What follows belongs to an exercise in optimizing a design on an open flow for small area; a production flow would make more cautious choices.
Only simulation tests tie the RTL to the original design; equivalence was not proved.

==> cedar: inputs <==
==> flow/design.v (excerpt) <==
module descriptor_memory_top (
    input  logic        clk_i,
    input  logic        rst_i,
    input  logic [4:0]  addr_i,
    input  logic        write_enable_i,
    input  logic [63:0] write_data_i,
    input  logic        clear_i,
    output logic [15:0] src_address_o,
    output logic [15:0] dst_address_o,
    output logic [31:0] payload_ptr_o,
    output logic        valid_o,
    output logic [5:0]  count_o
);
    descriptor_memory #(
        .NUM_DESCRIPTORS(24),
        .ADDR_W         (5)
    ) u_mem (
        .clk_i         (clk_i),
        .rst_i         (rst_i),
        .addr_i        (addr_i),
        .write_enable_i(write_enable_i),
        .write_data_i  (write_data_i),
        .clear_i       (clear_i),
        .src_address_o (src_address_o),
        .dst_address_o (dst_address_o),
        .payload_ptr_o (payload_ptr_o),
        .valid_o       (valid_o),
        .count_o       (count_o)
    );
endmodule
==> module descriptor_memory, before the edit <==
module descriptor_memory #(
    parameter int unsigned NUM_DESCRIPTORS = 16,
    parameter int unsigned ADDR_W          = $clog2(NUM_DESCRIPTORS)
) (
    input  logic              clk_i,
    input  logic              rst_i,
    input  logic [ADDR_W-1:0] addr_i,
    input  logic              write_enable_i,
    input  logic [63:0]       write_data_i,
    input  logic              clear_i,
    output logic [15:0]       src_address_o,
    output logic [15:0]       dst_address_o,
    output logic [31:0]       payload_ptr_o,
    output logic              valid_o,
    output logic [ADDR_W:0]   count_o
);
    localparam logic [ADDR_W:0] CNT_ONE = {{ADDR_W{1'b0}}, 1'b1};
    logic [NUM_DESCRIPTORS-1:0][63:0] mem_q;
    logic [NUM_DESCRIPTORS-1:0]       valid_q;
    logic [NUM_DESCRIPTORS-1:0]       wsel;      
    logic [NUM_DESCRIPTORS-1:0]       wen;       
    logic [NUM_DESCRIPTORS-1:0]       rsel;      
    logic [ADDR_W-1:0]                raddr_q;
    logic [ADDR_W:0]                  count_q;
    logic [63:0]                      rd_data;
    always_comb begin
        for (int i = 0; i < NUM_DESCRIPTORS; i++) begin
            wsel[i] = (addr_i == ADDR_W'(i));
            wen[i]  = wsel[i] & write_enable_i & ~clear_i;
        end
    end
    always_ff @(posedge clk_i) begin
        for (int i = 0; i < NUM_DESCRIPTORS; i++) begin
            if (wen[i]) mem_q[i] <= write_data_i;
        end
    end
    always_ff @(posedge clk_i or posedge rst_i) begin
        if (rst_i) begin
            valid_q <= '0;
            count_q <= '0;
        end else begin
            if (clear_i) begin
                valid_q <= '0;
                count_q <= '0;
            end else begin
                valid_q <= valid_q | wen;
                if (|(wen & ~valid_q)) count_q <= count_q + CNT_ONE;
            end
        end
    end
    always_ff @(posedge clk_i) begin
        raddr_q <= addr_i;
    end
    always_comb begin
        for (int i = 0; i < NUM_DESCRIPTORS; i++) begin
            rsel[i] = (raddr_q == ADDR_W'(i)) & valid_q[i];
        end
        rd_data = '0;
        for (int i = 0; i < NUM_DESCRIPTORS; i++) begin
            rd_data = rd_data | ({64{rsel[i]}} & mem_q[i]);
        end
    end
    always_comb begin
        src_address_o = rd_data[63:48];
        dst_address_o = rd_data[47:32];
        payload_ptr_o = rd_data[31:0];
        valid_o       = |rsel;
        count_o       = count_q;
    end
endmodule
clock: 8.0 ns
lec_check: 0
cap_margin: 20
core_margin: 2
core_utilization: 40
slew_margin: 20
run.sh (not shown) runs the stock make flow with config.mk's settings and CLKGATE_MAP_FILE= SYNTH_SCRIPT=/design/flow/synth_recipe.tcl, a recipe that flattens the netlist after the stock synthesis.
==> tundra (differences from cedar) <==
--- a/flow/design.v
+++ b/flow/design.v
@@ -88,6 +88,28 @@
         end
-        rd_data = '0;
-        for (int i = 0; i < NUM_DESCRIPTORS; i++) begin
-            rd_data = rd_data | ({64{rsel[i]}} & mem_q[i]);
+    end
+    localparam int unsigned NGRP = (NUM_DESCRIPTORS + 2) / 3;
+    logic [3*NGRP-1:0]        rsel_x;
+    logic [3*NGRP-1:0][63:0]  mem_x;
+    logic [NGRP-1:0][63:0]    grp_n;
+    always_comb begin
+        rsel_x = '0;
+        mem_x  = '0;
+        rsel_x[NUM_DESCRIPTORS-1:0] = rsel;
+        mem_x[NUM_DESCRIPTORS-1:0]  = mem_q;
+    end
+    for (genvar g = 0; g < NGRP; g++) begin : g_grp
+        for (genvar b = 0; b < 64; b++) begin : g_bit
+            descriptor_memory_aoi3 u_aoi (
+                .s_i (rsel_x[3*g +: 3]),
+                .d_i ({mem_x[3*g+2][b], mem_x[3*g+1][b], mem_x[3*g][b]}),
+                .y_no(grp_n[g][b])
+            );
         end
+    end
+    always_comb begin
+        rd_data = '1;
+        for (int g = 0; g < NGRP; g++) begin
+            rd_data = rd_data & grp_n[g];
+        end
+        rd_data = ~rd_data;
     end
@@ -101 +123,8 @@
 endmodule
+module descriptor_memory_aoi3 (
+    input  logic [2:0] s_i,
+    input  logic [2:0] d_i,
+    output logic       y_no
+);
+    assign y_no = ~|(s_i & d_i);
+endmodule
==> flow/flow/run.sh (new file) <==
#!/bin/bash
set -euo pipefail
export BUFFER_PORTS_ARGS="-buffer_cell sky130_fd_sc_hd__buf_1"
export CTS_ARGS="-sink_clustering_enable -repair_clock_nets -buf_list sky130_fd_sc_hd__clkbuf_4 -sink_clustering_size 10 -sink_clustering_max_diameter 50 -dont_use_dummy_load"
bash standard.sh > standard.log 2>&1
==> flow/standard.sh (new file) <==
#!/bin/bash
# synth_recipe.tcl (not shown) runs the flow's synth.tcl, then flattens the netlist and writes it again
# the make line also repeats each setting of config.mk as NAME=value (left out here)
make -C /OpenROAD-flow-scripts/flow DESIGN_CONFIG=/design/flow/config.mk WORK_HOME=/design/flow/orfs CLKGATE_MAP_FILE= SYNTH_SCRIPT=/design/flow/synth_recipe.tcl "${@:-finish}"
CAP_MARGIN = 10   (was 20)
CORE_UTILIZATION = 85   (was 40)
SLEW_MARGIN = 10   (was 20)
SYNTH_HIERARCHICAL = 1   (was default)
removed: flow/run.sh
==> pepper (differences from cedar) <==
--- a/flow/design.v
+++ b/flow/design.v
@@ -88,6 +88,28 @@
         end
-        rd_data = '0;
-        for (int i = 0; i < NUM_DESCRIPTORS; i++) begin
-            rd_data = rd_data | ({64{rsel[i]}} & mem_q[i]);
+    end
+    localparam int unsigned NGRP = (NUM_DESCRIPTORS + 2) / 3;
+    logic [3*NGRP-1:0]        rsel_x;
+    logic [3*NGRP-1:0][63:0]  mem_x;
+    logic [NGRP-1:0][63:0]    grp_n;
+    always_comb begin
+        rsel_x = '0;
+        mem_x  = '0;
+        rsel_x[NUM_DESCRIPTORS-1:0] = rsel;
+        mem_x[NUM_DESCRIPTORS-1:0]  = mem_q;
+    end
+    for (genvar g = 0; g < NGRP; g++) begin : g_grp
+        for (genvar b = 0; b < 64; b++) begin : g_bit
+            descriptor_memory_aoi3 u_aoi (
+                .s_i (rsel_x[3*g +: 3]),
+                .d_i ({mem_x[3*g+2][b], mem_x[3*g+1][b], mem_x[3*g][b]}),
+                .y_no(grp_n[g][b])
+            );
         end
+    end
+    always_comb begin
+        rd_data = '1;
+        for (int g = 0; g < NGRP; g++) begin
+            rd_data = rd_data & grp_n[g];
+        end
+        rd_data = ~rd_data;
     end
@@ -101 +123,8 @@
 endmodule
+module descriptor_memory_aoi3 (
+    input  logic [2:0] s_i,
+    input  logic [2:0] d_i,
+    output logic       y_no
+);
+    assign y_no = ~|(s_i & d_i);
+endmodule
==> flow/flow/run.sh (new file) <==
#!/bin/bash
set -euo pipefail
export BUFFER_PORTS_ARGS="-buffer_cell sky130_fd_sc_hd__buf_1"
export CTS_ARGS="-sink_clustering_enable -repair_clock_nets -buf_list sky130_fd_sc_hd__clkbuf_4 -sink_clustering_size 10 -sink_clustering_max_diameter 50 -dont_use_dummy_load"
export RECOVER_POWER=100
bash standard.sh > standard.log 2>&1
==> flow/standard.sh (new file) <==
#!/bin/bash
# synth_recipe.tcl (not shown) runs the flow's synth.tcl, then flattens the netlist and writes it again
# the make line also repeats each setting of config.mk as NAME=value (left out here)
make -C /OpenROAD-flow-scripts/flow DESIGN_CONFIG=/design/flow/config.mk WORK_HOME=/design/flow/orfs CLKGATE_MAP_FILE= SYNTH_SCRIPT=/design/flow/synth_recipe.tcl "${@:-finish}"
CAP_MARGIN = 10   (was 20)
CORE_UTILIZATION = 70   (was 40)
CTS_BUF_LIST = sky130_fd_sc_hd__clkbuf_8   (was default)
CTS_CLUSTER_DIAMETER = 80   (was default)
CTS_CLUSTER_SIZE = 30   (was default)
SLEW_MARGIN = 10   (was 20)
SYNTH_HIERARCHICAL = 1   (was default)
removed: flow/run.sh
==> summary of the runs <==
pepper ran to the end with violations: capacitance limit, slew limit. cedar completed without violations. tundra did not get past 5_1_grt on DPL-0033.
Clock skew: cedar is lower than pepper (0.019 ns).
In cedar the maximum frequency is larger than in pepper, by about 12%.
Between pepper and cedar, the lower cell count is in pepper (gap about 24%, measured against cedar).
Of pepper and cedar, pepper has the higher first-iteration DRC count (gap about 40%, measured against cedar).
Against pepper, the register-to-register slack of cedar is better by 0.22 ns.
In cedar the cell area is higher than in pepper, by 12%.
In tundra the synthesized cell count is lower than in cedar, by 16%.
In cedar the hold slack is worse than in pepper, by 0.030 ns.
Of pepper and cedar, cedar has the higher via count (gap about 3%, measured against cedar).

-- port drivers added, routing unchanged --
The results above use ideal ports. As a check the final layouts listed here were re-extracted and re-timed, cells and wires unchanged. Step 1 sets driving cells, clkbuf_16 on the clock port and buf_2 on the other inputs (assumed; they add their load-dependent delay and slew). Step 2, shift: input delay + t, output delay - t, t = (earliest + latest rising clock arrival at the registers) / 2. This alone moves slack from input paths to output paths. a / b / c = no drivers / after step 1 / after step 2; a / b = the first two.
run | t, ns | setup slack, ns | slew at the worst register clock pin (ns) | worst data-port slew with drivers (ns)
cedar | 0.857 | 1.880 / 1.804 / 2.662 | 0.06 / 0.06 | 0.19
pepper | 1.075 | 1.150 / 1.135 / 0.126 | 0.11 / 0.11 | 0.12
The setup slack of pepper, which loses most, moves by -0.015 ns with the drivers and by -1.024 ns with both steps.
